Source: an optimization exercise on an open RTL-to-GDS flow (aim: small area, a short achievable clock period and few clock cycles per item). Production flows keep margins and buffers that such runs may drop. The RTL was checked by simulation tests, not by an equivalence proof against the original design. No activity file was given, so power comes from the tool's default toggle rates.

### design/flow/run.sh
#!/bin/bash
# synth_recipe.tcl (not shown) runs the flow's synth.tcl, then flattens the netlist and writes it again
# the make line also repeats each setting of config.mk as NAME=value (left out here)
make -C /OpenROAD-flow-scripts/flow DESIGN_CONFIG=/design/flow/config.mk WORK_HOME=/design/flow/orfs CLKGATE_MAP_FILE= SYNTH_SCRIPT=/design/flow/synth_recipe.tcl finish
### design/flow/design.v
`default_nettype none
package mips_isa_pkg;
  localparam int REG_ADDR_W = 5;
  localparam int DATA_W     = 32;
  typedef enum logic [5:0] {
    OP_RTYPE = 6'h00,
    OP_J     = 6'h02,
    OP_BEQ   = 6'h04,
    OP_BNE   = 6'h05,
    OP_ADDI  = 6'h08,
    OP_ADDIU = 6'h09,
    OP_ANDI  = 6'h0c,
    OP_ORI   = 6'h0d,
    OP_XORI  = 6'h0e,
    OP_LUI   = 6'h0f,
    OP_COP0  = 6'h10,
    OP_LW    = 6'h23,
    OP_SW    = 6'h2b
  } opcode_e;
  typedef enum logic [5:0] {
    FN_SLL  = 6'b000000,
    FN_SRL  = 6'b000010,
    FN_SRA  = 6'b000011,
    FN_SLLV = 6'b000100,
    FN_SRLV = 6'b000110,
    FN_SRAV = 6'b000111,
    FN_JR   = 6'b001000,
    FN_ERET = 6'b011000,
    FN_ADD  = 6'b100000,
    FN_ADDU = 6'b100001,
    FN_SUB  = 6'b100010,
    FN_SUBU = 6'b100011,
    FN_AND  = 6'b100100,
    FN_OR   = 6'b100101,
    FN_XOR  = 6'b100110,
    FN_NOR  = 6'b100111,
    FN_SLT  = 6'b101010,
    FN_SLTU = 6'b101011
  } funct_e;
  localparam funct_e ERET_FUNCT = FN_ERET;  
  typedef enum logic [5:0] {
    AC_ZERO  = 6'b000000,
    AC_SRL   = 6'b000010,
    AC_SRA   = 6'b000011,
    AC_SLLV  = 6'b000100,
    AC_SRLV  = 6'b000110,
    AC_SRAV  = 6'b000111,
    AC_JR    = 6'b001000,
    AC_ADD   = 6'b100000,
    AC_ADDU  = 6'b100001,
    AC_SUB   = 6'b100010,
    AC_SUBU  = 6'b100011,
    AC_AND   = 6'b100100,
    AC_OR    = 6'b100101,
    AC_XOR   = 6'b100110,
    AC_NOR   = 6'b100111,
    AC_SLT   = 6'b101010,
    AC_SLTU  = 6'b101011,
    AC_LUI   = 6'b111100,
    AC_ROTR  = 6'b111110,
    AC_ROTRV = 6'b111111
  } alu_ctrl_e;
  typedef enum logic [1:0] {
    IMM_NONE = 2'd0,  
    IMM_SIGN = 2'd1,
    IMM_ZERO = 2'd2
  } imm_kind_e;
  typedef enum logic [1:0] {
    WR_NONE = 2'd0,
    WR_RD   = 2'd1,
    WR_RT   = 2'd2
  } wr_dest_e;
endpackage
`default_nettype wire
`default_nettype none
package wb_bus_pkg;
  localparam int WB_ADR_W      = 16;
  localparam int WB_DAT_W      = 32;
  localparam int FETCH_COUNT_W = 8;
  localparam int FIFO_DEPTH = 4;
  localparam int FIFO_PTR_W = 2;  
  typedef enum logic [1:0] {
    FS_IDLE = 2'd0,  
    FS_REQ  = 2'd1,  
    FS_DONE = 2'd2   
  } fetch_state_e;
endpackage
`default_nettype wire
`timescale 1ns/10ps
`default_nettype none
module mips_alu_subsys (
  input  wire                                    i_clk,
  input  wire                                    i_rst_n,
  input  wire                                    i_start,
  input  wire  [wb_bus_pkg::FETCH_COUNT_W-1:0]   i_count,
  input  wire  [wb_bus_pkg::WB_DAT_W-1:0]        i_wb_dat,
  input  wire                                    i_wb_ack,
  input  wire                                    i_res_ready,
  output logic                                   o_wb_cyc,
  output logic                                   o_wb_stb,
  output logic                                   o_wb_we,
  output logic [wb_bus_pkg::WB_ADR_W-1:0]        o_wb_adr,
  output logic                                   o_busy,
  output logic                                   o_res_valid,
  output logic [mips_isa_pkg::DATA_W-1:0]        o_res_data,
  output logic [5:0]                             o_res_ctrl,
  output logic                                   o_res_jr,
  output logic                                   o_res_nop,
  output logic                                   o_res_unknown,
  output logic                                   o_res_eret
);
  logic [7:0]  left_q;    
  logic [7:0]  adr_q;     
  logic        stb_q;
  logic [31:0] ir_q, sk_q;
  logic        ir_v, sk_v;
  logic adv;              
  logic xfer, acc, ir_load, sk_v_n;
  assign adv     = !o_res_valid || i_res_ready;
  assign xfer    = stb_q && i_wb_ack;
  assign acc     = i_start && !o_busy && (i_count != '0);
  assign ir_load = adv || !ir_v;
  assign sk_v_n  = !ir_load && (sk_v || xfer);
  assign o_wb_cyc = stb_q;
  assign o_wb_stb = stb_q;
  assign o_wb_we  = 1'b0;
  assign o_wb_adr = {6'b0, adr_q, 2'b00};
  always_ff @(posedge i_clk)
  begin
    if (!i_rst_n)
    begin
      o_busy <= 1'b0;
      stb_q  <= 1'b0;
      left_q <= '0;
      adr_q  <= '0;
      ir_v   <= 1'b0;
      sk_v   <= 1'b0;
    end
    else
    begin
      if (acc)
      begin
        o_busy <= 1'b1;
        left_q <= i_count;
        adr_q  <= '0;
        stb_q  <= !sk_v_n;
      end
      else if (xfer)
      begin
        left_q <= left_q - 1'b1;
        adr_q  <= adr_q + 1'b1;
        if (left_q == 8'd1)
          o_busy <= 1'b0;
        stb_q  <= (left_q != 8'd1) && !sk_v_n;
      end
      else
        stb_q  <= o_busy && !sk_v_n;
      if (ir_load)
        ir_v <= sk_v || xfer;
      sk_v <= sk_v_n;
    end
  end
  always_ff @(posedge i_clk)
  begin
    if (ir_load)
      ir_q <= sk_v ? sk_q : i_wb_dat;
    if (xfer)
      sk_q <= i_wb_dat;
  end
  logic [5:0]  op, fn;
  logic [4:0]  rs, rt, rd, sh;
  logic [15:0] imm;
  assign op  = ir_q[31:26];
  assign rs  = ir_q[25:21];
  assign rt  = ir_q[20:16];
  assign rd  = ir_q[15:11];
  assign sh  = ir_q[10:6];
  assign fn  = ir_q[5:0];
  assign imm = ir_q[15:0];
  logic [5:0] d_ctrl;
  logic       d_jr, d_nop, d_unk, d_eret;
  logic       d_wr;            
  logic       d_wr_rt;         
  logic       d_a_const;       
  logic [4:0] d_a_k;
  logic       d_b_imm, d_b_sext;
  logic       d_uses_rt;
  logic       d_add, d_sub, d_and, d_or, d_xor, d_nor, d_slt, d_sltu;
  logic       d_sh, d_sll, d_sra, d_rot;
  always_comb
  begin
    d_ctrl = 6'h00;
    d_jr = 1'b0; d_nop = 1'b0; d_unk = 1'b0; d_eret = 1'b0;
    d_wr = 1'b0; d_wr_rt = 1'b0;
    d_a_const = 1'b0; d_a_k = sh;
    d_b_imm = 1'b0; d_b_sext = 1'b0;
    d_uses_rt = 1'b1;
    d_add = 1'b0; d_sub = 1'b0; d_and = 1'b0; d_or = 1'b0; d_xor = 1'b0;
    d_nor = 1'b0; d_slt = 1'b0; d_sltu = 1'b0;
    d_sh = 1'b0; d_sll = 1'b0; d_sra = 1'b0; d_rot = 1'b0;
    case (op)
      6'h08, 6'h09:  
      begin
        d_ctrl = 6'h20; d_add = 1'b1; d_b_imm = 1'b1; d_b_sext = 1'b1;
        d_wr = 1'b1; d_wr_rt = 1'b1;
      end
      6'h23, 6'h2b:  
      begin
        d_ctrl = 6'h20; d_add = 1'b1; d_b_imm = 1'b1; d_b_sext = 1'b1;
      end
      6'h04, 6'h05:  
      begin
        d_ctrl = 6'h22; d_add = 1'b1; d_sub = 1'b1;
      end
      6'h0c: begin d_ctrl = 6'h24; d_and = 1'b1; d_b_imm = 1'b1; d_wr = 1'b1; d_wr_rt = 1'b1; end
      6'h0d: begin d_ctrl = 6'h25; d_or  = 1'b1; d_b_imm = 1'b1; d_wr = 1'b1; d_wr_rt = 1'b1; end
      6'h0e: begin d_ctrl = 6'h26; d_xor = 1'b1; d_b_imm = 1'b1; d_wr = 1'b1; d_wr_rt = 1'b1; end
      6'h0f:  
      begin
        d_ctrl = 6'h3c; d_b_imm = 1'b1; d_wr = 1'b1; d_wr_rt = 1'b1;
        d_sh = 1'b1; d_sll = 1'b1; d_a_const = 1'b1; d_a_k = 5'd16;
      end
      6'h00:
      begin
        d_wr = 1'b1;
        case (fn)
          6'h20, 6'h21: begin d_ctrl = fn; d_add = 1'b1; end
          6'h22, 6'h23: begin d_ctrl = fn; d_add = 1'b1; d_sub = 1'b1; end
          6'h24: begin d_ctrl = fn; d_and = 1'b1; end
          6'h25: begin d_ctrl = fn; d_or  = 1'b1; end
          6'h26: begin d_ctrl = fn; d_xor = 1'b1; end
          6'h27: begin d_ctrl = fn; d_nor = 1'b1; end
          6'h2a: begin d_ctrl = fn; d_sub = 1'b1; d_slt  = 1'b1; end
          6'h2b: begin d_ctrl = fn; d_sub = 1'b1; d_sltu = 1'b1; end
          6'h04: begin d_ctrl = fn; d_sh = 1'b1; d_sll = 1'b1; end
          6'h07: begin d_ctrl = fn; d_sh = 1'b1; d_sra = 1'b1; end
          6'h06:  
          begin
            d_ctrl = sh[0] ? 6'h3f : 6'h06; d_sh = 1'b1; d_rot = sh[0];
          end
          6'h00:  
          begin
            if (rd == 5'd0)
            begin
              d_nop = 1'b1; d_wr = 1'b0;
            end
            else
            begin
              d_sh = 1'b1; d_sll = 1'b1; d_a_const = 1'b1;
            end
          end
          6'h03: begin d_ctrl = fn; d_sh = 1'b1; d_sra = 1'b1; d_a_const = 1'b1; end
          6'h02:  
          begin
            d_ctrl = rs[0] ? 6'h3e : 6'h02; d_sh = 1'b1; d_rot = rs[0]; d_a_const = 1'b1;
          end
          6'h08: begin d_ctrl = 6'h08; d_jr = 1'b1; d_wr = 1'b0; end
          default: begin d_unk = 1'b1; d_wr = 1'b0; end
        endcase
      end
      6'h10:  
      begin
        if (rs[4])
        begin
          if (fn == 6'h18) d_eret = 1'b1;
          else             d_unk  = 1'b1;
        end
      end
      default: ;
    endcase
    if (d_b_imm)
      d_uses_rt = 1'b0;
  end
  logic [4:0] d_wa;
  logic       d_wr_any;
  assign d_wa     = d_wr_rt ? rt : rd;
  assign d_wr_any = d_wr && (d_wa != 5'd0);
  logic [31:0] rf [1:31];
  logic [31:1] rf_v;          
  logic        w_wr;
  logic [4:0]  w_wa;
  logic [31:1] w_we;
  always_comb
  begin
    w_we = '0;
    for (int i = 1; i < 32; i++)
      w_we[i] = w_wr && (w_wa == 5'(i));
  end
  always_ff @(posedge i_clk)
  begin
    for (int i = 1; i < 32; i++)
      if (w_we[i])
        rf[i] <= o_res_data;
  end
  always_ff @(posedge i_clk)
  begin
    if (!i_rst_n)
      rf_v <= '0;
    else
      rf_v <= rf_v | w_we;
  end
  logic [31:1] rs_sel, rt_sel;
  logic        rs_w, rt_w;
  logic [31:0] rs_val, rt_val;
  always_comb
  begin
    rs_w = w_wr && (w_wa == rs);
    rt_w = w_wr && (w_wa == rt);
    for (int i = 1; i < 32; i++)
    begin
      rs_sel[i] = (rs == 5'(i)) && rf_v[i] && !rs_w;
      rt_sel[i] = (rt == 5'(i)) && rf_v[i] && !rt_w;
    end
    rs_val = rs_w ? o_res_data : '0;
    rt_val = rt_w ? o_res_data : '0;
    for (int i = 1; i < 32; i++)
    begin
      rs_val = rs_val | ({32{rs_sel[i]}} & rf[i]);
      rt_val = rt_val | ({32{rt_sel[i]}} & rf[i]);
    end
  end
  logic        e_v;
  logic [31:0] a_q, b_q;
  logic [4:0]  amt_q;
  logic [5:0]  e_ctrl;
  logic [3:0]  e_flags;        
  logic        e_wr;
  logic [4:0]  e_wa;
  logic        e_add, e_sub, e_and, e_or, e_xor, e_nor, e_slt, e_sltu;
  logic        e_sh, e_sll, e_sra, e_rot;
  logic [31:0] res;
  logic        d_fa, d_fb;
  logic [31:0] d_a, d_b;
  assign d_fa = e_v && e_wr && (e_wa == rs) && !d_a_const;
  assign d_fb = e_v && e_wr && (e_wa == rt) && d_uses_rt;
  assign d_a  = d_fa ? res : d_a_const ? {27'b0, d_a_k} : rs_val;
  assign d_b  = d_fb ? res : !d_b_imm ? rt_val :
                d_b_sext ? {{16{imm[15]}}, imm} : {16'b0, imm};
  always_ff @(posedge i_clk)
  begin
    if (!i_rst_n)
      e_v <= 1'b0;
    else if (adv)
      e_v <= ir_v;
  end
  always_ff @(posedge i_clk)
  begin
    if (adv)
    begin
      a_q     <= d_a;
      b_q     <= d_b ^ {32{d_sub}};
      amt_q   <= d_a[4:0] ^ {5{d_sll}};
      e_ctrl  <= d_ctrl;
      e_flags <= {d_jr, d_nop, d_unk, d_eret};
      e_wr    <= d_wr_any;
      e_wa    <= d_wa;
      e_add   <= d_add;
      e_sub   <= d_sub;
      e_and   <= d_and;
      e_or    <= d_or;
      e_xor   <= d_xor;
      e_nor   <= d_nor;
      e_slt   <= d_slt;
      e_sltu  <= d_sltu;
      e_sh    <= d_sh;
      e_sll   <= d_sll;
      e_sra   <= d_sra;
      e_rot   <= d_rot;
    end
  end
  logic [31:0] a, b, sum, sh_out;
  logic        cout, lt_s, lt_u;
  logic [62:0] funnel;
  assign a = a_q;
  assign b = b_q;
  assign {cout, sum} = {1'b0, a} + {1'b0, b} + {32'b0, e_sub};
  assign lt_u = !cout;
  assign lt_s = (a[31] == b[31]) ? a[31] : sum[31];  
  always_comb
  begin
    for (int i = 0; i < 31; i++)
      funnel[32 + i] = (e_rot && b[i]) || (e_sll && b[i + 1]) || (e_sra && b[31]);
    for (int i = 0; i < 31; i++)
      funnel[i] = b[i] && !e_sll;
    funnel[31] = e_sll ? b[0] : b[31];
  end
  assign sh_out = 32'(funnel >> amt_q);
  assign res = ({32{e_add}} & sum)
             | ({32{e_and}} & (a & b))
             | ({32{e_or }} & (a | b))
             | ({32{e_xor}} & (a ^ b))
             | ({32{e_nor}} & ~(a | b))
             | ({32{e_sh }} & sh_out)
             | {31'b0, (e_slt && lt_s) || (e_sltu && lt_u)};
  always_ff @(posedge i_clk)
  begin
    if (!i_rst_n)
    begin
      o_res_valid <= 1'b0;
      w_wr        <= 1'b0;
    end
    else if (adv)
    begin
      o_res_valid <= e_v;
      w_wr        <= e_v && e_wr;
    end
  end
  always_ff @(posedge i_clk)
  begin
    if (adv)
    begin
      o_res_data    <= res;
      o_res_ctrl    <= e_ctrl;
      {o_res_jr, o_res_nop, o_res_unknown, o_res_eret} <= e_flags;
      w_wa          <= e_wa;
    end
  end
endmodule
`default_nettype wire
### design/flow/constraint.sdc
create_clock -name core_clock -period 11.0 [get_ports {i_clk}]
set_input_delay 2.2000 -clock core_clock [delete_from_list [all_inputs] [get_ports {i_clk}]]
set_output_delay 2.2000 -clock core_clock [all_outputs]
set_load 0.01 [all_outputs]
### design/flow/config.mk
export PLATFORM = sky130hd
export DESIGN_NAME = mips_alu_subsys
export DESIGN_NICKNAME = mips_alu_subsys
export VERILOG_FILES = /design/flow/design.v
export SDC_FILE = /design/flow/constraint.sdc
export NUM_CORES = 4
export LEC_CHECK = 0
export CAP_MARGIN = 40
export CORE_MARGIN = 2
export CORE_UTILIZATION = 35
export SLEW_MARGIN = 40
==> run summary, run 1 <==
status=finished clean; most used routing layer in global routing=met2; synthesis warning total=2; Reg2Reg Launch Point=ir_q[17]; footprint of the multi-input gates=22600 µm²; Lkg Pwr=24.3 nW; Total Nets Final=4926; hold path cells=0; Crit Path Max Fanout=19; met3 Resource Use GR=0.158; DR pass1 iterations=12; Port-buffer cells=98; Yosys reg bits=1254; Max-cap violations=0; share of the synthesized area in the top cell type=0.594; RePlAce Congestion=1.03; fill cell count=15945; post-DP HPWL=181000 µm; wire per inst=43.4 µm; synthesized cell area=60700 µm²; P_int=8.07 mW; post-route DRC violation count=0; Final Skew=0.0613 ns; R2R Setup Slk=5.74 ns; post-CTS sizing=0; vias per cell=7.36; row count=152; CP arrival=5.74 ns; register area share after synthesis=0.611; first-pass GRT wire length=420000 µm; # hold bufs at CTS=0; Total Power=10.6 mW; CTS H-tree depth=4; WP data required=11.48 ns; met1 Use GR=0.421; RSZ-0062 raised after global routing=no; number of flops mapped to enable cells by yosys=1200; kind of critical path=register to register; largest net degree at the start of global routing=68; crit path time final=5.26 ns; Netlist cell types=95; WHS Endpoint=o_res_nop; area leader, netlist=edfxtp_1; cell count after synthesis=4730; CP endpoint kind=register; Synth area leaders=edfxtp_1 (59%), a22oi_1 (6.6%), a221oi_1 (2.8%); most common cell in the synthesized netlist=edfxtp_1; top_reg_cell synth=edfxtp_1; number of global-route vias before repair=49318; DR vias=53344; RR Endpoint=b_q[24]; Die X=420 µm; slew margin rel.=0.293; CTS clk-pin slew, worst paths=0.06 ns; Sw Share=0.237; storage element area=37100 µm²; Post-DRT Antenna Nets=0; worst slew pin tran=1.06 ns; CTS Buf Count=136; sequential share of power=0.505; fmax=190 MHz; Core Footprint=172000 µm²; synth cell count leaders=edfxtp_1 (1200), a22oi_1 (536), nand2_1 (327); initial core utilization=0.353; root buf cell=clkbuf_16; Sw Pwr=2.51 mW; Clk pwr share=0.445; clock latency (worst-skew pair)=0.82 ns; syn_area_per_cell=12.8 µm²; CTS sink cnt=1254; Final Hold Viols=0; Hold Crit Class=register to register; clock buffer depth=3; pwr dens=150 nW/µm²; Iter 0 DRT Violations=12988; worst hold start=e_flags[2]; buffer count from post-CTS setup fixing=0; Async SR Flop Fraction=0; CTS tree=built; layout cells sized above 1=0.138; grt met2 use=0.485; initial antenna violation count=23; Final setup viols=0; Comb pwr share=0.049; Die H=420 µm; sum of negative setup slack=0 ns; Worst VDD drop=112 µV; post-route clock period utilization=0.479; Final Max Slew Viols=0; Critical Path Start Type=register; Global Route Usage Sum=0.346; Top Ports=108; Detailed Route WL=314000 µm; cells on worst reg2reg path=10; Area growth syn-to-layout=16.0%; die area=177000 µm²; GR Overflow Total=0
==> power groups by stage <==
stage	Sequential (mW)	Combinational [mW]	Clock, mW
after detailed placement	5.44	0.499	0
final	5.35	0.522	4.71
after global routing	5.35	0.541	4.89
after CTS	5.34	0.500	4.69
after global placement	5.45	0.486	0
after floorplan	5.44	0.246	0
==> routing by layer <==
layer	wire (µm)	share of wire	vias up
met2	126000	0.40	5814
met1	106000	0.34	26106
met5	171	0.00054	-
met3	53300	0.17	1767
li1	-	-	19631
met4	28800	0.092	26
==> layout make-up <==
class,count,area share
inverter,96,0.00519
clock inverter,73,0.0131
timing repair buffer,321,0.0410
antenna,12,0.000427
multi-input combinational,3003,0.321
sequential,1254,0.527
clock buffer,175,0.0507
tap,2310,0.0411
==> logic make-up after synthesis <==
logic type | count (synthesis) | share of synthesized area
AO/OA/AOI/OAI | 1567 | 0.199
XOR/XNOR | 90 | 0.0130
adder cells (fa/ha/maj) | 69 | 0.0145
buffers and inverters | 481 | 0.0347
flip-flops | 1254 | 0.611
multiplexers | 157 | 0.0354
other | 1 | 0.0000618
AND/OR/NAND/NOR | 1111 | 0.0919
==> worst max-delay path by stage <==
stage	slack, ns	end	from	cells after the start
finish	5.74	b_q[24]	ir_q[17]	10
global route	5.86	a_q[9]	ir_q[21]	12
CTS	6.06	a_q[9]	ir_q[25]	12
detailed placement	5.95	b_q[21]	i_res_ready	5
global placement	4.73	b_q[27]	ir_q[16]	11
floorplan	5.42	a_q[0]	i_res_ready	2
==> through the flow <==
| stage | util | instances | area, µm² | worst slack (ns) | hold WS [ns] |
|---|---|---|---|---|---|
| 2_1_floorplan | - | 4738 | 60700 | 5.42 | 0.400 |
| 3_5_place_dp | 0.382 | 6980 | 65800 | 5.95 | 0.409 |
| 4_1_cts | 0.409 | 7228 | 70200 | 6.06 | 0.424 |
| 3_3_place_gp | 0.380 | 6962 | 65300 | 4.73 | 0.406 |
| 6_report | 0.409 | 7244 | 70400 | 5.74 | 0.427 |
| 5_1_grt | 0.409 | 7232 | 70400 | 5.86 | 0.423 |
==> placed cells by master, fill, tap and decap left out, types with 91 or more instances in the layout <==
cell type / count
edfxtp_1: 1200
a22oi_1: 536
nand2_1: 326
a221oi_1: 193
buf_4: 186
nand4_1: 149
nor2_1: 147
nand3_1: 146
clkbuf_16: 136
a22o_1: 133
a21oi_1: 112
o21ai_0: 103
clkdlybuf4s50_1: 97
inv_1: 91
==> worst max-delay path, stage by stage (launching register included) <==
cell and delay [ns]:
edfxtp_1 0.69, nor2_1 0.77, and4_1 0.51, a21boi_4 0.80
buf_4 0.64, a221oi_1 0.17, nand3_1 0.14, a2111oi_0 0.09
a31oi_2 0.76, o21bai_1 0.23, xor2_1 0.08
==> flip-flops by register name (all words and copies together) (netlist names), 6 cells and up <==
register	flops
e_ctrl	6
adr_q	8
b_q	32
rf_v	31
left_q	8
o_res_ctrl	6
o_res_data	32
sk_q	32
rf	992
ir_q	32
a_q	32
Testbench counts, summed over its fixed seeds: cycles 9,751, items 7,607.
==> run 2, diff against run 1 <==
--- a/design/flow/design.v
+++ b/design/flow/design.v
@@ -162,2 +162,5 @@
   end
+  logic [31:0] ir_n;
+  logic [31:1] ohs_q, oht_q;
+  assign ir_n = sk_v ? sk_q : i_wb_dat;
   always_ff @(posedge i_clk)
@@ -165,3 +168,10 @@
     if (ir_load)
-      ir_q <= sk_v ? sk_q : i_wb_dat;
+    begin
+      ir_q <= ir_n;
+      for (int i = 1; i < 32; i++)
+      begin
+        ohs_q[i] <= (ir_n[25:21] == 5'(i));
+        oht_q[i] <= (ir_n[20:16] == 5'(i));
+      end
+    end
     if (xfer)
@@ -288,2 +298,3 @@
   end
+  logic [31:0] w_data;
   always_ff @(posedge i_clk)
@@ -292,3 +303,3 @@
       if (w_we[i])
-        rf[i] <= o_res_data;
+        rf[i] <= w_data;
   end
@@ -303,3 +314,3 @@
   logic        rs_w, rt_w;
-  logic [31:0] rs_val, rt_val;
+  logic [31:0] rs_rf, rt_rf, rs_val, rt_val;
   always_comb
@@ -308,14 +319,13 @@
     rt_w = w_wr && (w_wa == rt);
+    rs_sel = ohs_q & rf_v;
+    rt_sel = oht_q & rf_v;
+    rs_rf = '0;
+    rt_rf = '0;
     for (int i = 1; i < 32; i++)
     begin
-      rs_sel[i] = (rs == 5'(i)) && rf_v[i] && !rs_w;
-      rt_sel[i] = (rt == 5'(i)) && rf_v[i] && !rt_w;
-    end
-    rs_val = rs_w ? o_res_data : '0;
-    rt_val = rt_w ? o_res_data : '0;
-    for (int i = 1; i < 32; i++)
-    begin
-      rs_val = rs_val | ({32{rs_sel[i]}} & rf[i]);
-      rt_val = rt_val | ({32{rt_sel[i]}} & rf[i]);
+      rs_rf = rs_rf | ({32{rs_sel[i]}} & rf[i]);
+      rt_rf = rt_rf | ({32{rt_sel[i]}} & rf[i]);
     end
+    rs_val = rs_w ? w_data : rs_rf;
+    rt_val = rt_w ? w_data : rt_rf;
   end
@@ -416,2 +426,4 @@
     end
+    if (adv && e_v && e_wr)
+      w_data <= res;
   end
==> design/flow/flow/run.sh (new file) <==
#!/bin/bash
# The standard layout (standard.sh: unchanged synthesis, floorplan, power
# grid, placement, CTS, routing), with three changes to how it repairs timing:
#  - the port buffers are buf_4 instead of the slow delay-cell default,
#  - the resizer may swap cells across footprints,
#  - repair_timing aims for extra setup margin, so the period achieved
#    shrinks well below the 11 ns constraint (the SDC is unchanged).
# Each ORFS step logs to orfs/logs/...; make's output goes to run_standard.log.
set -uo pipefail
bash standard.sh \
  SETUP_SLACK_MARGIN=7.4 TNS_END_PERCENT=10 MATCH_CELL_FOOTPRINT=0 \
  "BUFFER_PORTS_ARGS=-buffer_cell sky130_fd_sc_hd__buf_4" \
  finish > run_standard.log 2>&1
status=$?
tail -20 run_standard.log
exit $status
==> design/flow/standard.sh (new file) <==
#!/bin/bash
# synth_recipe.tcl (not shown) runs the flow's synth.tcl, then flattens the netlist and writes it again
# the make line also repeats each setting of config.mk as NAME=value (left out here)
make -C /OpenROAD-flow-scripts/flow DESIGN_CONFIG=/design/flow/config.mk WORK_HOME=/design/flow/orfs CLKGATE_MAP_FILE= SYNTH_SCRIPT=/design/flow/synth_recipe.tcl "${@:-finish}"
--- a/design/flow/config.mk
+++ b/design/flow/config.mk
@@ -7,5 +7,8 @@
 export LEC_CHECK = 0
-export CAP_MARGIN = 40
+export CAP_MARGIN = 20
 export CORE_MARGIN = 2
-export CORE_UTILIZATION = 35
-export SLEW_MARGIN = 40
+export CORE_UTILIZATION = 55
+export CTS_BUF_LIST = sky130_fd_sc_hd__clkbuf_4 sky130_fd_sc_hd__clkbuf_16
+export CTS_CLUSTER_DIAMETER = 80
+export CTS_CLUSTER_SIZE = 20
+export SLEW_MARGIN = 20
removed: design/flow/run.sh
==> run 2 against run 1 <==
  * Area after synthesis increased by 3.9%
  * Sequential share of layout area increased by 5.3 points
  * Hold slack got worse by 0.0039 ns
  * Non-clock buffer count fell by 43
  * Critical path depth fell by 2
==> run summary, run 2 <==
first-pass GRT wire length=388000 µm (-7.6%); post-route DRC violation count=0 (unchanged); register area share after synthesis=0.633 (+0.0216); Core Footprint=114000 µm² (-34%); Max-cap violations=0 (unchanged); most frequent cells in the layout=edfxtp_1 (1294), a22oi_1 (483), buf_4 (261); Critical Path Start Type=register; wire per inst=45.6 µm (+5.0%); Hold Crit Class=register to register; Yosys reg bits=1348 (+7.5%); DR pass1 iterations=14 (+2); WP data required=11.47 ns (about the same); area leader, netlist=edfxtp_1; die area=117000 µm² (-34%); number of flops mapped to enable cells by yosys=1294 (+7.8%); Post-Layout Cell Count=6326 (-13%); sequence of cells on the critical path=and2_2 > buf_4 > a221oi_1 > nand4_1 > nor3_1 > a31oi_1 > mux2i_1 > nor3_1; share of the synthesized area in the top cell type=0.616 (+0.0223); root buf cell=clkbuf_16; Global Route Usage Sum=0.481 (+0.135); largest stage delay on the critical path=0.94 ns (+0.14 ns); Post-DRT Antenna Nets=0 (unchanged); DR vias=52589 (-1.4%); Port-buffer cells=98 (unchanged); GR Overflow Total=0 (unchanged); initial core utilization=0.553 (+0.200); max reg flops=992 (unchanged); RSZ-0062 raised after global routing=yes; Synth area leaders=edfxtp_1 (62%), a22oi_1 (5.8%), a221oi_1 (3.2%); Final Hold Viols=0 (unchanged); post-route clock period utilization=0.364 (-0.115); most common cell after layout, fill and taps aside=edfxtp_1; post-DP HPWL=165000 µm (-9.3%); most common cell in the synthesized netlist=edfxtp_1; Async SR Flop Fraction=0 (unchanged); Top Ports=108 (unchanged); dpl cell area=65700 µm² (about the same); CTS clk-pin slew, worst paths=0.09 ns (+0.03 ns); CTS Buf Count=80 (-41%); Detailed Route WL=288000 µm (-8.3%); Lkg Pwr=22.7 nW (-6.6%); CP arrival=4.47 ns (-1.27 ns); synthesis warning total=2 (unchanged); clock latency (worst-skew pair)=0.72 ns (-0.10 ns); cell count after synthesis=4757 (+0.57%); Final Max Slew Viols=0 (unchanged); Worst VDD drop=146 µV (+31%); CTS H-tree depth=3 (-1); number of global-route vias before repair=47896 (-2.9%); pwr dens=134 nW/µm² (-11%); top_reg_cell synth=edfxtp_1; CTS sink cnt=1348 (+7.5%); largest register by flop count=rf; worst slew pin tran=1.29 ns (+0.232 ns); initial antenna violation count=8 (-65%); clock buffer depth=3 (unchanged); synth cell count leaders=edfxtp_1 (1294), a22oi_1 (486), clkbuf_1 (256); layout cells sized above 1=0.139 (+0.000803); slew margin rel.=0.136 (-0.157); Final Skew=0.0373 ns (-0.0240 ns); synthesized cell area=63100 µm² (+3.9%); placed insts=6155 (-12%); Iter 0 DRT Violations=13532 (+4.2%); Netlist cell types=95 (unchanged); Total Nets Final=4877 (-0.99%); fmax=250 MHz (+32%); row count=124 (-18%); Final setup viols=0 (unchanged); Slowest-stage cell, CP=a31oi_1; RePlAce Congestion=1.04 (+1.2%); largest net degree at the start of global routing=95 (+40%); syn_area_per_cell=13.3 µm² (+3.3%); Total Power=9.20 mW (-13%); CP most frequent cell=nor3_1; vias per cell=8.31 (+13%); status=finished clean; sum of negative setup slack=0 ns (unchanged); CP endpoint kind=register; Finished Cell Area=68800 µm² (-2.2%); kind of critical path=register to register; CTS tree=built; Die H=343 µm (-18%); Crit Path Max Fanout=19 (unchanged); Area growth syn-to-layout=9.07%; Die X=343 µm (-18%); crit path time final=4.00 ns (-1.26 ns)
==> run 2: cell count changes after synthesis, sizes merged, moves of 48 or more <==
cell / previous run / this run
nand2: 328 / 218
buf: 216 / 108
edfxtp: 1200 / 1294
a22o: 133 / 222
clkbuf: 169 / 256
nand3: 147 / 216
and2: 17 / 72
a22oi: 536 / 488
==> run 2: area by class of cell <==
cell class / instances / area [µm²]
clock inverter: 13 / 174
sequential: 1348 / 39900
fill: 8991 / 45200
timing repair inverter: 1 / 7.51
inverter: 106 / 412
antenna: 14 / 35.0
timing repair buffer: 278 / 2200
multi-input combinational: 2948 / 21900
tap: 1512 / 1890
clock buffer: 106 / 2200
==> run 2: stage by stage <==
stage | hold WS [ns] | worst slack (ns) | utilization
final | 0.423 | 7.00 | 0.603
after global routing | 0.432 | 7.20 | 0.603
after CTS | 0.425 | 7.20 | 0.600
after detailed placement | 0.405 | 6.44 | 0.576
after global placement | 0.402 | 6.46 | 0.576
after floorplan | 0.400 | 6.08 | -
==> run 2: cells by family (layout without fill, tap and decap cells) <==
family	after synthesis	after routing	share of synthesized area
flip-flops	1348	1348	0.633
AO/OA/AOI/OAI	1501	1501	0.187
multiplexers	182	182	0.0385
adder cells (fa/ha/maj)	69	69	0.0139
AND/OR/NAND/NOR	1114	1115	0.0878
other	1	23	0.0000594
XOR/XNOR	72	72	0.0100
buffers and inverters	470	504	0.0300
==> run 2: path summary, 6_finish.rpt <==
kind                            startpoint         end  slack, ns  cells after the start
worst max-delay path              rf_v[24]     b_q[13]       7.00                      8
worst min-delay path            e_flags[0]  o_res_eret       0.42                      0
worst max register to register    rf_v[24]     b_q[13]       7.00                      8
worst min register to register  e_flags[0]  o_res_eret       0.42                      0
==> run 2: timing repair <==
action | CTS | global route
hold buffers | 0 | 0
setup buffers | 18 | 11
endpoints found under the setup margin | 169 | 150
pin swaps | 4 | 6
cloned | 1 | 1
resized for setup | 37 | 34
==> run 2: critical path, delay by kind of cell (launching register included) <==
family / cells / cell delay [ns]
compound gates: 2 / 1.14
simple gates: 4 / 1.09
flops: 1 / 0.54
mux: 1 / 0.29
buf+inv: 1 / 0.63
==> run 2: routing by layer <==
metal	track usage	share of wire	up-vias
li1	-	-	19530
met1	0.641	0.34	25505
met2	0.652	0.40	6028
met3	0.192	0.18	1520
met4	0.309	0.090	6
met5	0.00361	0.00030	-
==> run 2: report_power, final <==
group | internal (mW) | switching [mW]
Sequential | 5.59 | 0.0629
Clock | 1.43 | 1.78
Combinational | 0.128 | 0.216
Testbench counts of run 2, summed over its fixed seeds: cycles 9,751, items 7,607.
==> run 3, diff against run 2 <==
--- a/design/flow/design.v
+++ b/design/flow/design.v
@@ -313,3 +313,3 @@
   logic [31:1] rs_sel, rt_sel;
-  logic        rs_w, rt_w;
+  logic        rs_w, rt_w;    
   logic [31:0] rs_rf, rt_rf, rs_val, rt_val;
@@ -317,4 +317,2 @@
   begin
-    rs_w = w_wr && (w_wa == rs);
-    rt_w = w_wr && (w_wa == rt);
     rs_sel = ohs_q & rf_v;
@@ -331,2 +329,22 @@
   end
+  logic e_wr_v;
+  logic [3:0] rs_hit, rt_hit;    
+  assign e_wr_v = e_v && e_wr;
+  assign rs_hit = {e_wr_v && (e_wa == ir_n[25:21]), e_wr_v && (e_wa == rs),
+                   w_wr && (w_wa == ir_n[25:21]), w_wr && (w_wa == rs)};
+  assign rt_hit = {e_wr_v && (e_wa == ir_n[20:16]), e_wr_v && (e_wa == rt),
+                   w_wr && (w_wa == ir_n[20:16]), w_wr && (w_wa == rt)};
+  always_ff @(posedge i_clk)
+  begin
+    if (!i_rst_n)
+    begin
+      rs_w <= 1'b0;
+      rt_w <= 1'b0;
+    end
+    else
+    begin
+      rs_w <= adv ? (ir_load ? rs_hit[3] : rs_hit[2]) : (ir_load ? rs_hit[1] : rs_hit[0]);
+      rt_w <= adv ? (ir_load ? rt_hit[3] : rt_hit[2]) : (ir_load ? rt_hit[1] : rt_hit[0]);
+    end
+  end
   logic        e_v;
--- a/design/flow/flow/run.sh
+++ b/design/flow/flow/run.sh
@@ -5,4 +5,5 @@
 #  - the resizer may swap cells across footprints,
-#  - repair_timing aims for extra setup margin, so the period achieved
-#    shrinks well below the 11 ns constraint (the SDC is unchanged).
+#  - repair_timing aims for extra setup margin on all endpoints, so the
+#    period achieved shrinks well below the 11 ns constraint (the SDC is
+#    unchanged).
 # Each ORFS step logs to orfs/logs/...; make's output goes to run_standard.log.
@@ -10,3 +11,3 @@
 bash standard.sh \
-  SETUP_SLACK_MARGIN=7.4 TNS_END_PERCENT=10 MATCH_CELL_FOOTPRINT=0 \
+  SETUP_SLACK_MARGIN=7.6 TNS_END_PERCENT=100 MATCH_CELL_FOOTPRINT=0 \
   "BUFFER_PORTS_ARGS=-buffer_cell sky130_fd_sc_hd__buf_4" \
==> run 3 against run 2 <==
  * Combinational power up 19%
  * Via count fell by 1.1%
  * Clock power is essentially flat
  * Worst setup slack better by 0.31 ns
  * Core utilization increased by 1.7 points
  * Die area down 0.42%
  * Critical path depth increased by 1
  * Power is 1.1% higher
  * Hold slack improved by 0.0025 ns
==> run summary, run 3 <==
status=finished clean; RSZ-0062 raised after global routing=yes; synthesis warning total=2 (unchanged); Final setup viols=0 (unchanged); Post-DRT Antenna Nets=0 (unchanged); Lkg Pwr=23.4 nW (+3.1%); # hold bufs at CTS=0 (unchanged); number of flops mapped to enable cells by yosys=1294 (unchanged); clock latency (worst-skew pair)=0.72 ns (about the same); Global Route Usage Sum=0.475 (-0.00631); Sw Pwr=2.06 mW (+0.45%); largest stage delay on the critical path=0.78 ns (-0.16 ns); footprint of the multi-input gates=22000 µm² (+0.17%); Max-cap violations=0 (unchanged); dpl cell area=65500 µm² (-0.36%); most common cell after layout, fill and taps aside=edfxtp_1; clock buffer depth=3 (unchanged); Finished Cell Area=70100 µm² (+1.9%); slew margin rel.=0.137 (+0.000424); synthesized cell area=62800 µm² (-0.43%); Comb pwr share=0.044 (+0.007); CTS Buf Count=81 (+1.3%); Total Power=9.30 mW (+1.1%); largest register by flop count=rf; Hold Crit Class=register to register; post-DP HPWL=157000 µm (-4.6%); max reg flops=992 (unchanged); P_int=7.24 mW (+1.2%); worst slew pin tran=1.29 ns (-0.00157 ns); Post-Layout Cell Count=6310 (-0.25%); most common cell in the synthesized netlist=edfxtp_1; largest net degree at the start of global routing=145 (+53%); pwr dens=133 nW/µm² (-0.84%); Worst VDD drop=141 µV (-3.5%); Crit Path Max Fanout=28 (+9); Iter 0 DRT Violations=12658 (-6.5%); Die X=342 µm (-0.21%); Critical Path Start Type=register; row count=123 (-0.81%); CP endpoint kind=register; Slowest-stage cell, CP=dfxtp_2; RePlAce Congestion=0.945 (-9.2%); Clk pwr share=0.348 (about the same); sequence of cells on the critical path=buf_4 > inv_2 > buf_4 > o32ai_1 > buf_4 > nor2_1 > a21oi_1 > o21ai_2 > xor2_1; Synth area leaders=edfxtp_1 (62%), a22oi_1 (4.7%), a22o_1 (4.6%); initial antenna violation count=10 (+2); storage element area=40000 µm² (+0.17%); Detailed Route WL=285000 µm (-1.1%); WP data required=11.43 ns (-0.04 ns); cell count after synthesis=4671 (-1.8%); number of global-route vias before repair=47517 (-0.79%); synth cell count leaders=edfxtp_1 (1294), a22oi_1 (395), a22o_1 (329); first-pass GRT wire length=382000 µm (-1.4%); CP arrival=4.12 ns (-0.35 ns); area leader, netlist=edfxtp_1; fill cell count=8818 (-1.9%); sum of negative setup slack=0 ns (unchanged); CTS H-tree depth=3 (unchanged); Area growth syn-to-layout=11.6%; post-route DRC violation count=0 (unchanged); Final Max Slew Viols=0 (unchanged); Port-buffer cells=98 (unchanged); syn_area_per_cell=13.4 µm² (+1.4%); Final Skew=0.0325 ns (-0.00482 ns); buffers plus inverters on the worst setup path=4 (+3); CTS tree=built; placed insts=6061 (-1.5%); layout cells sized above 1=0.173 (+0.0341); die area=117000 µm² (-0.42%); Total Nets Final=4873 (-0.082%); Core Footprint=113000 µm² (-0.94%); Die H=342 µm (-0.21%); root buf cell=clkbuf_16; GR Overflow Total=0 (unchanged); CP most frequent cell=buf_4; kind of critical path=register to register; top_reg_cell synth=edfxtp_1; DR pass1 iterations=15 (+1); wire per inst=45.2 µm (-0.86%); post-route clock period utilization=0.336 (-0.0281); most frequent cells in the layout=edfxtp_1 (1294), a22oi_1 (393), a22o_1 (328); share of the synthesized area in the top cell type=0.619 (+0.00265); Final Hold Viols=0 (unchanged); sequential share of power=0.608 (-0.006); Yosys reg bits=1350 (+0.15%); register area share after synthesis=0.636 (+0.00336); crit path time final=3.69 ns (-0.309 ns); DR vias=52022 (-1.1%); CTS clk-pin slew, worst paths=0.08 ns (about the same); vias per cell=8.24 (-0.83%); initial core utilization=0.556 (+0.00287); Top Ports=108 (unchanged); Crit path max-delay family=buffers and inverters; CTS sink cnt=1350 (+0.15%); fmax=271 MHz (+8.4%); Async SR Flop Fraction=0 (unchanged); Netlist cell types=90 (-5.3%); Sw Share=0.222 (-0.00136)
==> run 3: cell types whose count changed after synthesis, moves of 24 or more <==
| cell | before | now |
|---|---|---|
| a22o_1 | 222 | 329 |
| a21oi_1 | 100 | 194 |
| a22oi_1 | 486 | 395 |
| nand3_1 | 216 | 128 |
| a221oi_1 | 231 | 315 |
| a222oi_1 | 68 | 6 |
| nand2_1 | 218 | 169 |
| o32ai_1 | 1 | 50 |
| nor3_1 | 97 | 55 |
| and2_0 | 13 | 42 |
| o211ai_1 | 47 | 21 |
| mux2i_1 | 86 | 61 |
| and2_1 | 59 | 35 |
==> run 3: power by group through the flow <==
stage | logic [mW] | clock network [mW] | registers [mW]
final | 0.410 | 3.24 | 5.65
after global routing | 0.434 | 3.38 | 5.66
after CTS | 0.385 | 3.21 | 5.65
after detailed placement | 0.327 | 0 | 5.79
after global placement | 0.327 | 0 | 5.79
after floorplan | 0.223 | 0 | 5.74
==> run 3: worst paths after layout <==
kind | from | endpoint | slack [ns] | cells past startpoint
worst max-delay path | rs_w | amt_q[3] | 7.31 | 9
worst min-delay path | e_ctrl[1] | o_res_ctrl[1] | 0.43 | 0
worst max register to register | rs_w | amt_q[3] | 7.31 | 9
worst min register to register | e_ctrl[1] | o_res_ctrl[1] | 0.43 | 0
==> run 3: routing by layer <==
metal  global-route usage  share of wire  up-vias  wire length, µm
li1                     -              -    19348                -
met1                0.627           0.34    25358            97600
met2                0.646           0.40     5732           113000
met3                0.201           0.18     1570            50200
met4                0.293          0.085       14            24200
met5              0.00980        0.00072        -              204
==> run 3: layout make-up <==
class	count	area share
sequential	1350	0.570
multi-input combinational	2840	0.314
timing repair buffer	367	0.0477
clock buffer	110	0.0325
tap	1500	0.0268
inverter	119	0.00674
clock inverter	11	0.00187
antenna	13	0.000464
==> run 3: timing repair <==
| item | CTS | global route |
|---|---|---|
| buffers inserted | 74 | 28 |
| endpoints found under the hold margin | 0 | 0 |
| pin swaps | 21 | 35 |
| resized for setup | 166 | 99 |
| endpoints found under the setup margin | 249 | 111 |
| gates cloned | 8 | 1 |
==> run 3: cells by family after synthesis <==
group | synth area share
AO/OA/AOI/OAI | 0.199
flip-flops | 0.636
AND/OR/NAND/NOR | 0.0698
buffers and inverters | 0.0313
multiplexers | 0.0361
XOR/XNOR | 0.0132
adder cells (fa/ha/maj) | 0.0140
other | 0.0000597
==> run 3: metrics by stage <==
step	util	setup WS [ns]	hold WS, ns
finish	0.621	7.31	0.425
global route	0.621	7.33	0.442
CTS	0.614	7.32	0.426
detailed placement	0.580	6.06	0.406
global placement	0.580	6.07	0.407
floorplan	-	6.04	0.400
Testbench counts of run 3, summed over its fixed seeds: cycles 9,751, items 7,607.
==> run 4, diff against run 3 <==
--- a/design/flow/design.v
+++ b/design/flow/design.v
@@ -163,3 +163,4 @@
   logic [31:0] ir_n;
-  logic [31:1] ohs_q, oht_q;
+  logic [7:0]  rs_hi, rt_hi;
+  logic [3:0]  rs_lo, rt_lo;
   assign ir_n = sk_v ? sk_q : i_wb_dat;
@@ -170,6 +171,11 @@
       ir_q <= ir_n;
-      for (int i = 1; i < 32; i++)
+      for (int i = 0; i < 8; i++)
       begin
-        ohs_q[i] <= (ir_n[25:21] == 5'(i));
-        oht_q[i] <= (ir_n[20:16] == 5'(i));
+        rs_hi[i] <= (ir_n[25:23] == 3'(i));
+        rt_hi[i] <= (ir_n[20:18] == 3'(i));
+      end
+      for (int i = 0; i < 4; i++)
+      begin
+        rs_lo[i] <= (ir_n[22:21] == 2'(i));
+        rt_lo[i] <= (ir_n[17:16] == 2'(i));
       end
@@ -317,4 +323,7 @@
   begin
-    rs_sel = ohs_q & rf_v;
-    rt_sel = oht_q & rf_v;
+    for (int i = 1; i < 32; i++)
+    begin
+      rs_sel[i] = rs_hi[i / 4] && rs_lo[i % 4] && rf_v[i];
+      rt_sel[i] = rt_hi[i / 4] && rt_lo[i % 4] && rf_v[i];
+    end
     rs_rf = '0;
==> run 4 against run 3 <==
  * Still clean on timing, DRC and antenna
  * Power decreased by 4.7%
  * Core utilization increased by 0.28 points
  * Via count decreased by 0.29%
  * Sequential power decreased by 3%
  * Critical endpoint is now o_res_data[29]
  * Largest cell class unchanged
  * Highest routed layer unchanged
==> run summary, run 4 <==
cell count after synthesis=4624 (-1.0%); post-DP HPWL=157000 µm (about the same); most common cell after layout, fill and taps aside=edfxtp_1; largest net degree at the start of global routing=66 (-54%); area leader, netlist=edfxtp_1; initial antenna violation count=16 (+6); number of flops mapped to enable cells by yosys=1256 (-2.9%); Top Ports=108 (unchanged); # hold bufs at CTS=0 (unchanged); Crit Path Max Fanout=1 (-96%); GR Overflow Total=0 (unchanged); Lkg Pwr=23.1 nW (-1.4%); Post-DRT Antenna Nets=0 (unchanged); buffers plus inverters on the worst setup path=1 (-3); Worst VDD drop=149 µV (+5.6%); Detailed Route WL=289000 µm (+1.3%); Setup crit start=o_res_data[29]; Crit path max-delay family=flip-flops; register area share after synthesis=0.628 (-0.00821); number of global-route vias before repair=47667 (+0.32%); largest stage delay on the critical path=0.57 ns (-0.21 ns); Final Max Slew Viols=0 (unchanged); Final Skew=0.0398 ns (+0.00735 ns); pwr dens=128 nW/µm² (-3.5%); top_reg_cell synth=edfxtp_1; Die H=339 µm (-0.79%); Netlist cell types=92 (+2.2%); root buf cell=clkbuf_16; Iter 0 DRT Violations=12067 (-4.7%); Area growth syn-to-layout=12.1%; post-route clock period utilization=0.334 (-0.00207); Final setup viols=0 (unchanged); row count=122 (-0.81%); die area=115000 µm² (-1.6%); CP endpoint kind=primary output; WP data required=8.80 ns (-2.63 ns); wire per inst=46.6 µm (+3.2%); Async SR Flop Fraction=0 (unchanged); Max-cap violations=0 (unchanged); synth cell count leaders=edfxtp_1 (1256), a22oi_1 (366), a221oi_1 (348); DR pass1 iterations=13 (-2); fill cell count=8703 (-1.3%); initial core utilization=0.556 (about the same); CTS H-tree depth=3 (unchanged); CTS sink cnt=1312 (-2.8%); layout cells sized above 1=0.185 (+0.0124); post-route DRC violation count=0 (unchanged); kind of critical path=register to primary output; Die X=339 µm (-0.79%); Final Hold Viols=0 (unchanged); fmax=273 MHz (+0.62%); RSZ-0062 raised after global routing=yes; CP arrival=1.47 ns (-2.65 ns); CTS clk-pin slew, worst paths=0.09 ns (about the same); first-pass GRT wire length=387000 µm (+1.3%); max reg flops=992 (unchanged); CTS Buf Count=76 (-6.2%); Slowest-stage cell, CP=edfxtp_1; DR vias=51871 (-0.29%); synthesized cell area=61800 µm² (-1.6%); syn_area_per_cell=13.4 µm² (-0.59%); synthesis warning total=2 (unchanged); most frequent cells in the layout=edfxtp_1 (1256), a22oi_1 (361), a221oi_1 (339); CTS tree=built; Total Nets Final=4803 (-1.4%); Synth area leaders=edfxtp_1 (61%), a221oi_1 (4.9%), a22o_1 (4.7%); crit path time final=3.67 ns (-0.0227 ns); RePlAce Congestion=0.986 (+4.3%); Global Route Usage Sum=0.486 (+0.0115); Hold Crit Class=register to register; Reg2Reg Launch Point=rt_lo[2]; Yosys reg bits=1312 (-2.8%); Core Footprint=111000 µm² (-1.6%); Total Power=8.87 mW (-4.7%); worst slew pin tran=1.16 ns (-0.134 ns); sequence of cells on the critical path=buf_6; sum of negative setup slack=0 ns (unchanged); slew margin rel.=0.228 (+0.0919); most common cell in the synthesized netlist=edfxtp_1; vias per cell=8.37 (+1.6%); Critical Path Start Type=register; share of the synthesized area in the top cell type=0.610 (-0.00849); clock buffer depth=3 (unchanged); status=finished clean; Port-buffer cells=98 (unchanged); clock latency (worst-skew pair)=0.70 ns (-0.02 ns); largest register by flop count=rf; worst hold start=e_ctrl[0]
==> run 4: cell count changes after synthesis, moves of 29 or more <==
| cell | previous run | this run |
|---|---|---|
| edfxtp_1 | 1294 | 1256 |
| a22oi_1 | 395 | 366 |
| a221oi_1 | 315 | 348 |
| and2_0 | 42 | 0 |
| nand3_1 | 128 | 95 |
| and3_1 | 15 | 74 |
| a21oi_1 | 194 | 158 |
| clkbuf_1 | 260 | 318 |
| nor2_1 | 218 | 159 |
==> run 4: routing by layer <==
layer | vias up | routed length, µm | GRT usage
li1 | 19191 | - | -
met1 | 25363 | 96800 | 0.641
met2 | 5703 | 113000 | 0.654
met3 | 1582 | 52600 | 0.215
met4 | 32 | 25300 | 0.302
met5 | - | 690 | 0.0225
==> run 4: metrics by stage <==
stage               cell area (µm²)  std cells   util  hold slack [ns]  setup WS, ns
floorplan                     61900       4632      -            0.400          6.03
finish                        69300       6195  0.624            0.425          7.33
global placement              64300       5961  0.578            0.405          6.21
detailed placement            64300       5961  0.578            0.408          6.18
CTS                           67700       6123  0.610            0.427          7.35
global route                  69300       6193  0.624            0.442          7.34
==> run 4: layout make-up <==
class	instances	area, µm²	share of cell area
diodes	5	12.5	0.000181
clock buffers	85	2000	0.0289
clock inverters	6	77.6	0.00112
inverters	115	449	0.00648
multi-input cells	2792	22500	0.325
flip-flops and latches	1312	38900	0.561
well taps	1488	1860	0.0269
repair buffers	392	3510	0.0506
==> run 4: timing repair <==
item                       CTS  global route
hold endpoints to repair     0             0
pin swaps                   23            50
buffers inserted            66            59
gates resized for setup    193           198
setup endpoints to repair  246           139
cloned                       5             3
==> run 4: logic make-up after synthesis <==
group                      share of synthesized area
muxes                                         0.0354
xor gates and xnor gates                      0.0133
AOI/OAI and AO/OA                              0.208
buffers and inverters                         0.0354
DFF                                            0.628
adders and majority gates                     0.0142
and+or+nand+nor                               0.0653
other                                      0.0000607
==> run 4: path summary, 6_finish.rpt <==
check | to | slack, ns | depth (start not counted)
max | o_res_data[29] | 7.33 | 1
min | o_res_ctrl[0] | 0.43 | 0
max reg2reg | b_q[31] | 7.37 | 10
min reg2reg | o_res_ctrl[0] | 0.43 | 0
==> run 4: where the power goes <==
| part | switching (mW) | internal, mW | total, mW |
|---|---|---|---|
| clock network | 1.64 | 1.32 | 2.97 |
| registers | 0.0539 | 5.44 | 5.49 |
| logic | 0.248 | 0.161 | 0.409 |
Testbench counts of run 4, summed over its fixed seeds: cycles 9,751, items 7,607.
==> run 5, diff against run 4 <==
--- a/design/flow/config.mk
+++ b/design/flow/config.mk
@@ -9,3 +9,3 @@
 export CORE_MARGIN = 2
-export CORE_UTILIZATION = 55
+export CORE_UTILIZATION = 62
 export CTS_BUF_LIST = sky130_fd_sc_hd__clkbuf_4 sky130_fd_sc_hd__clkbuf_16
==> run 5 against run 4 <==
  * Still clean
  * Non-clock buffer count fell by 8
  * Power fell by 0.31%
  * Combinational power fell by 2%
  * Synthesized cell count did not move
  * Critical path type unchanged
  * Critical endpoint is now o_res_data[25]
  * Largest power group unchanged
==> run summary, run 5 <==
worst slew pin tran=1.24 ns (+0.0784 ns); Crit Path Max Fanout=1 (unchanged); RePlAce Congestion=0.993 (+0.76%); Final Skew=0.0351 ns (-0.00470 ns); syn_area_per_cell=13.4 µm² (unchanged); Die H=320 µm (-5.7%); most common cell in the synthesized netlist=edfxtp_1; DR vias=52644 (+1.5%); CTS H-tree depth=3 (unchanged); Final setup viols=0 (unchanged); Post-Layout Cell Count=5997 (-3.2%); Iter 0 DRT Violations=13234 (+9.7%); clock latency (worst-skew pair)=0.71 ns (about the same); Global Route Usage Sum=0.527 (+0.0410); Critical Path Start Type=register; Final Max Slew Viols=0 (unchanged); crit path time final=3.67 ns (-0.00342 ns); placed insts=5746 (-3.6%); Crit path max-delay family=flip-flops; synth cell count leaders=edfxtp_1 (1256), a22oi_1 (366), a221oi_1 (348); cell count after synthesis=4624 (unchanged); sum of negative setup slack=0 ns (unchanged); dpl cell area=63900 µm² (-0.61%); Slowest-stage cell, CP=edfxtp_1; top_reg_cell synth=edfxtp_1; initial antenna violation count=13 (-3); Port-buffer cells=98 (unchanged); Async SR Flop Fraction=0 (unchanged); first-pass GRT wire length=373000 µm (-3.7%); Hold Crit Class=register to register; WP data required=8.80 ns (about the same); DR pass1 iterations=11 (-2); CP arrival=1.47 ns (about the same); fmax=273 MHz (about the same); most common cell after layout, fill and taps aside=edfxtp_1; Yosys reg bits=1312 (unchanged); Finished Cell Area=68700 µm² (-0.89%); Area growth syn-to-layout=11.1%; post-DP HPWL=144000 µm (-8.0%); die area=102000 µm² (-11%); row count=115 (-5.7%); post-route clock period utilization=0.333 (about the same); initial core utilization=0.627 (+0.0709); most frequent cells in the layout=edfxtp_1 (1256), a22oi_1 (359), a221oi_1 (342); Post-DRT Antenna Nets=0 (unchanged); area leader, netlist=edfxtp_1; Final Hold Viols=0 (unchanged); share of the synthesized area in the top cell type=0.610 (unchanged); max reg flops=992 (unchanged); Synth area leaders=edfxtp_1 (61%), a221oi_1 (4.9%), a22o_1 (4.7%); RSZ-0062 raised after global routing=yes; post-layout util=0.697 (+0.0733); synthesized cell area=61800 µm² (unchanged); CP endpoint kind=primary output; sequence of cells on the critical path=buf_6; Total Nets Final=4797 (-0.12%); synthesis warning total=2 (unchanged); Max-cap violations=0 (unchanged); layout cells sized above 1=0.179 (-0.00598); Top Ports=108 (unchanged); root buf cell=clkbuf_16; number of flops mapped to enable cells by yosys=1256 (unchanged); vias per cell=8.78 (+4.8%); cells on worst reg2reg path=8 (-2); Netlist cell types=92 (unchanged); clock buffer depth=3 (unchanged); hold path cells=0 (unchanged); largest net degree at the start of global routing=68 (+3.0%); worst hold slack=0.422 ns (-0.00328 ns); CTS tree=built; kind of critical path=register to primary output; # hold bufs at CTS=0 (unchanged); number of global-route vias before repair=47588 (-0.17%); Lkg Pwr=22.9 nW (-0.81%); Die X=320 µm (-5.7%); CTS clk-pin slew, worst paths=0.08 ns (about the same); pwr dens=129 nW/µm² (+0.58%); buffers plus inverters on the worst setup path=1 (unchanged); post-route DRC violation count=0 (unchanged); GR Overflow Total=0 (unchanged); CTS Buf Count=77 (+1.3%); slew margin rel.=0.176 (-0.0523); Detailed Route WL=277000 µm (-4.0%); largest register by flop count=rf; register area share after synthesis=0.628 (unchanged); Worst VDD drop=150 µV (+0.88%); largest stage delay on the critical path=0.57 ns (about the same); status=finished clean; CTS sink cnt=1312 (unchanged); wire per inst=46.2 µm (-0.81%); Core Footprint=98600 µm² (-11%); Worst path depth=1 (unchanged)
[run 5: cell counts after synthesis]
Identical to the previous run, type by type.
[run 5: timing repair]
item                                    in CTS  in global routing
endpoints found under the setup margin     279                133
setup buffers                               63                 64
hold endpoints to repair                     0                  0
cloned                                       5                  5
pin swaps                                   15                 48
resized for setup                          169                157
[run 5: routing by layer]
layer	global-route usage	vias up	wire length, µm
met3	0.258	1850	54500
met1	0.679	24969	88000
met5	0.00520	-	286
met2	0.694	6639	107000
li1	-	19167	-
met4	0.365	19	27800
[run 5: cell type report]
class | instances | area (µm²)
flip-flops and latches | 1312 | 38900
repair buffers | 384 | 3390
repair inverters | 2 | 10.0
fillers | 6845 | 29900
multi-input cells | 2791 | 22200
inverters | 115 | 445
clock inverters | 9 | 116
well taps | 1287 | 1610
clock buffers | 84 | 1980
diodes | 13 | 32.5
[run 5: worst register-to-register path, delay by kind of cell, from the launching register on]
| family | cells | cell delay [ns] |
|---|---|---|
| buffers and inverters | 3 | 1.66 |
| AOI/OAI and AO/OA | 2 | 0.81 |
| DFF | 1 | 0.54 |
| xor gates and xnor gates | 1 | 0.16 |
| muxes | 1 | 0.15 |
| and+or+nand+nor | 1 | 0.07 |
[run 5: kinds of logic after synthesis]
family | synth area share
adders and majority gates | 0.0142
other | 0.0000607
and+or+nand+nor | 0.0653
buffers and inverters | 0.0354
muxes | 0.0354
AOI/OAI and AO/OA | 0.208
xor gates and xnor gates | 0.0133
DFF | 0.628
[run 5: power breakdown]
group | total, mW | internal (mW) | switching (mW) | leakage (nW)
Combinational | 0.400 | 0.159 | 0.241 | 9.93
Clock | 2.94 | 1.30 | 1.65 | 1.03
Sequential | 5.50 | 5.44 | 0.0577 | 11.9
Total | 8.84 | 6.89 | 1.95 | 22.9
[run 5: worst paths after layout]
| kind | startpoint | end | slack (ns) |
|---|---|---|---|
| hold reg to reg | e_ctrl[2] | o_res_ctrl[2] | 0.42 |
| hold / removal | e_ctrl[2] | o_res_ctrl[2] | 0.42 |
| setup / recovery | o_res_data[25] | o_res_data[25] | 7.33 |
| setup reg to reg | rs_w | amt_q[1] | 7.35 |
[run 5: stage by stage]
stage	worst slack [ns]	total power [mW]
finish	7.33	8.84
global route	7.35	8.98
CTS	7.35	8.76
detailed placement	6.01	5.94
global placement	6.02	5.93
floorplan	6.03	5.80
==> run 6, diff against run 5 <==
--- a/design/flow/flow/run.sh
+++ b/design/flow/flow/run.sh
@@ -11,3 +11,3 @@
 bash standard.sh \
-  SETUP_SLACK_MARGIN=7.6 TNS_END_PERCENT=100 MATCH_CELL_FOOTPRINT=0 \
+  SETUP_SLACK_MARGIN=7.5 TNS_END_PERCENT=100 MATCH_CELL_FOOTPRINT=0 \
   "BUFFER_PORTS_ARGS=-buffer_cell sky130_fd_sc_hd__buf_4" \
--- a/design/flow/config.mk
+++ b/design/flow/config.mk
@@ -7,3 +7,3 @@
 export LEC_CHECK = 0
-export CAP_MARGIN = 20
+export CAP_MARGIN = 15
 export CORE_MARGIN = 2
@@ -13,2 +13,2 @@
 export CTS_CLUSTER_SIZE = 20
-export SLEW_MARGIN = 20
+export SLEW_MARGIN = 15
==> run 6 against run 5 <==
  * Critical endpoint is now b_q[6]
  * Synthesized cell count did not move
  * Critical path depth is 6 higher
  * Die area did not move
  * Maximum frequency is 1.5% lower
  * First-iteration DRC count up 2.8%
  * Clock-buffer cell count up 11
  * Design area down 1.8%
  * Combinational power down 8.3%
  * Hold slack gained 0.0048 ns
  * Final cell count fell by 1.1%
==> run summary, run 6 <==
Detailed Route WL=273000 µm (-1.3%); cells on worst reg2reg path=7 (-1); buffers plus inverters on the worst setup path=3 (+2); Iter 0 DRT Violations=13598 (+2.8%); CTS H-tree depth=3 (unchanged); RePlAce Congestion=0.987 (-0.65%); most frequent cells in the layout=edfxtp_1 (1256), a22oi_1 (363), a221oi_1 (344); DR vias=52091 (-1.1%); CTS sink cnt=1312 (unchanged); Lkg Pwr=22.5 nW (-1.9%); CP endpoint kind=register; Final Max Slew Viols=0 (unchanged); GR Overflow Total=0 (unchanged); CTS tree=built; post-route DRC violation count=0 (unchanged); synth cell count leaders=edfxtp_1 (1256), a22oi_1 (366), a221oi_1 (348); slew margin rel.=0.133 (-0.0434); Global Route Usage Sum=0.522 (-0.00565); worst hold start=e_ctrl[0]; max reg flops=992 (unchanged); Top Ports=108 (unchanged); sum of negative setup slack=0 ns (unchanged); largest register by flop count=rf; Total Nets Final=4726 (-1.5%); Synth area leaders=edfxtp_1 (61%), a221oi_1 (4.9%), a22o_1 (4.7%); R2R Setup Slk=7.28 ns (-0.07 ns); cell count after synthesis=4624 (unchanged); status=finished clean; die area=102000 µm² (unchanged); register area share after synthesis=0.628 (unchanged); dpl cell area=63900 µm² (about the same); largest net degree at the start of global routing=80 (+18%); pwr dens=132 nW/µm² (+2.3%); Netlist cell types=92 (unchanged); post-route clock period utilization=0.338 (+0.00504); Slowest-stage cell, CP=dfxtp_2; Yosys reg bits=1312 (unchanged); Async SR Flop Fraction=0 (unchanged); number of global-route vias before repair=47324 (-0.55%); worst slew pin tran=1.30 ns (+0.0611 ns); DR pass1 iterations=10 (-1); CP arrival=4.14 ns (+2.67 ns); CTS Buf Count=76 (-1.3%); RR Endpoint=b_q[6]; initial antenna violation count=13 (unchanged); Final setup viols=0 (unchanged); share of the synthesized area in the top cell type=0.610 (unchanged); # hold bufs at CTS=0 (unchanged); Post-DRT Antenna Nets=0 (unchanged); clock buffer depth=3 (unchanged); Crit Path Max Fanout=22 (+21); Die H=320 µm (unchanged); Hold Crit Class=register to register; most common cell in the synthesized netlist=edfxtp_1; first-pass GRT wire length=368000 µm (-1.3%); RSZ-0062 raised after global routing=yes; top_reg_cell synth=edfxtp_1; area leader, netlist=edfxtp_1; number of flops mapped to enable cells by yosys=1256 (unchanged); Final Skew=0.0368 ns (+0.00161 ns); Die X=320 µm (unchanged); synthesis warning total=2 (unchanged); synthesized cell area=61800 µm² (unchanged); largest stage delay on the critical path=0.91 ns (+0.34 ns); Final Hold Viols=0 (unchanged); fmax=269 MHz (-1.5%); syn_area_per_cell=13.4 µm² (unchanged); sequence of cells on the critical path=buf_4 > inv_2 > buf_6 > o32a_1 > mux2i_1 > a21oi_1 > xor2_1; layout cells sized above 1=0.152 (-0.0278); fill cell count=6935 (+1.3%); Port-buffer cells=98 (unchanged); Post-Layout Cell Count=5932 (-1.1%); root buf cell=clkbuf_16; Max-cap violations=0 (unchanged); Core Footprint=98600 µm² (unchanged); CTS clk-pin slew, worst paths=0.08 ns (about the same); clock latency (worst-skew pair)=0.72 ns (about the same); placed insts=5743 (-0.052%); Worst VDD drop=152 µV (+1.2%); WP data required=11.42 ns (+2.62 ns); Crit path max-delay family=buffers and inverters; post-DP HPWL=145000 µm (+0.37%); hold path cells=0 (unchanged); Reg2Reg Launch Point=rt_w; most common cell after layout, fill and taps aside=edfxtp_1; initial core utilization=0.627 (unchanged); Critical Path Start Type=register; row count=115 (unchanged); vias per cell=8.78 (about the same); WHS Endpoint=o_res_ctrl[0]; wire per inst=46.1 µm (-0.25%); crit path time final=3.72 ns (+0.0554 ns); Finished Cell Area=67400 µm² (-1.8%); Area growth syn-to-layout=9.08%; kind of critical path=register to register
[run 6: stage by stage]
step / util / worst slack [ns] / hold slack [ns] / total power [mW]
3_3_place_gp: 0.648 / 6.36 / 0.404 / 5.93
5_1_grt: 0.684 / 7.29 / 0.431 / 9.03
2_1_floorplan: - / 6.03 / 0.400 / 5.80
6_report: 0.684 / 7.28 / 0.427 / 8.88
3_5_place_dp: 0.648 / 6.34 / 0.408 / 5.93
4_1_cts: 0.678 / 7.31 / 0.428 / 8.82
[run 6: worst max-delay path by stage]
stage,start,endpoint,slack (ns),cells after the start
after floorplan,i_res_ready,a_q[0],6.03,3
after global placement,i_res_ready,o_res_data[21],6.36,6
after detailed placement,i_res_ready,o_res_data[23],6.34,6
after CTS,o_res_data[25],o_res_data[25],7.31,1
after global routing,o_res_data[25],o_res_data[25],7.29,1
final,rt_w,b_q[6],7.28,7
[run 6: power by group]
| part | switching, mW | internal [mW] | total, mW |
|---|---|---|---|
| Clock | 1.65 | 1.36 | 3.02 |
| Sequential | 0.0554 | 5.44 | 5.49 |
| Combinational | 0.225 | 0.142 | 0.367 |
[run 6: layout make-up]
| type | count | area [µm²] | area share |
|---|---|---|---|
| tap | 1287 | 1610 | 0.0239 |
| clock buffer | 95 | 2110 | 0.0314 |
| antenna | 9 | 22.5 | 0.000334 |
| inverter | 115 | 439 | 0.00651 |
| timing repair inverter | 1 | 5.00 | 0.0000742 |
| sequential | 1312 | 38800 | 0.576 |
| timing repair buffer | 314 | 2590 | 0.0384 |
| multi-input combinational | 2792 | 21700 | 0.322 |
| clock inverter | 7 | 77.6 | 0.00115 |
[run 6: cells by family (layout without fill, tap and decap cells)]
| family | after synthesis | count (layout) | synth area share |
|---|---|---|---|
| flip-flops | 1312 | 1312 | 0.628 |
| adder cells (fa/ha/maj) | 69 | 69 | 0.0142 |
| AND/OR/NAND/NOR | 804 | 805 | 0.0653 |
| XOR/XNOR | 94 | 94 | 0.0133 |
| AO/OA/AOI/OAI | 1648 | 1648 | 0.208 |
| other | 1 | 18 | 0.0000607 |
| multiplexers | 165 | 167 | 0.0354 |
| buffers and inverters | 531 | 532 | 0.0354 |
[run 6: worst register-to-register path, delay by kind of cell, from the launching register on]
| family | cells | cell delay, ns |
|---|---|---|
| buf+inv | 3 | 1.46 |
| flops | 1 | 0.91 |
| compound gates | 2 | 0.60 |
| xor+xnor | 1 | 0.20 |
| mux | 1 | 0.29 |
[run 6: metal layers]
metal,up-vias,global-route usage,share of wire
met2,6443,0.688,0.38
li1,19024,-,-
met4,24,0.357,0.10
met1,24731,0.667,0.32
met3,1869,0.262,0.20
met5,-,0.00993,0.0017
[run 6: timing repair]
action                     4_1_cts  5_1_grt
gates cloned                     3        4
setup endpoints to repair      214      152
hold endpoints to repair         0        0
pin swaps                       10       20
resized for setup               93       79
buffers inserted                44       26

## port drivers added, routing unchanged
The flow's constraints put no driver on any port. The routed layouts listed below were extracted and timed again, unchanged, in two steps.
Step 1, drivers: a clkbuf_16 drives i_clk and a buf_2 each remaining input, both assumed.
Step 2 adds t to the input delays and takes it off the output delays; t is the mean of the earliest and latest rising clock arrival at the registers after step 1. Input paths then give back, and output paths get back, about the clock's delay inside the block.
Three values: ideal, step 1, step 2; two values: the first two.
| run | shift t [ns] | setup WS [ns] | hold slack, ns | worst data-port slew with drivers (ns) |
|---|---|---|---|---|
| run 1 | 0.873 | 5.736 / 5.736 / 5.736 | 0.427 / 0.427 / 0.427 | 0.08 |
| run 2 | 0.784 | 6.999 / 6.999 / 6.660 | 0.423 / 0.423 / 0.423 | 0.06 |
| run 3 | 0.782 | 7.308 / 7.265 / 7.044 | 0.425 / 0.425 / 0.425 | 0.06 |
| run 4 | 0.762 | 7.331 / 7.252 / 7.000 | 0.425 / 0.425 / 0.425 | 0.06 |
| run 5 | 0.768 | 7.334 / 7.258 / 6.953 | 0.422 / 0.422 / 0.422 | 0.06 |
| run 6 | 0.782 | 7.279 / 7.244 / 6.819 | 0.427 / 0.427 / 0.427 | 0.06 |
After both steps every run listed still meets setup and hold. For run 6, which loses most, drivers alone change the setup slack by -0.035 ns; drivers and shift together by -0.460 ns.
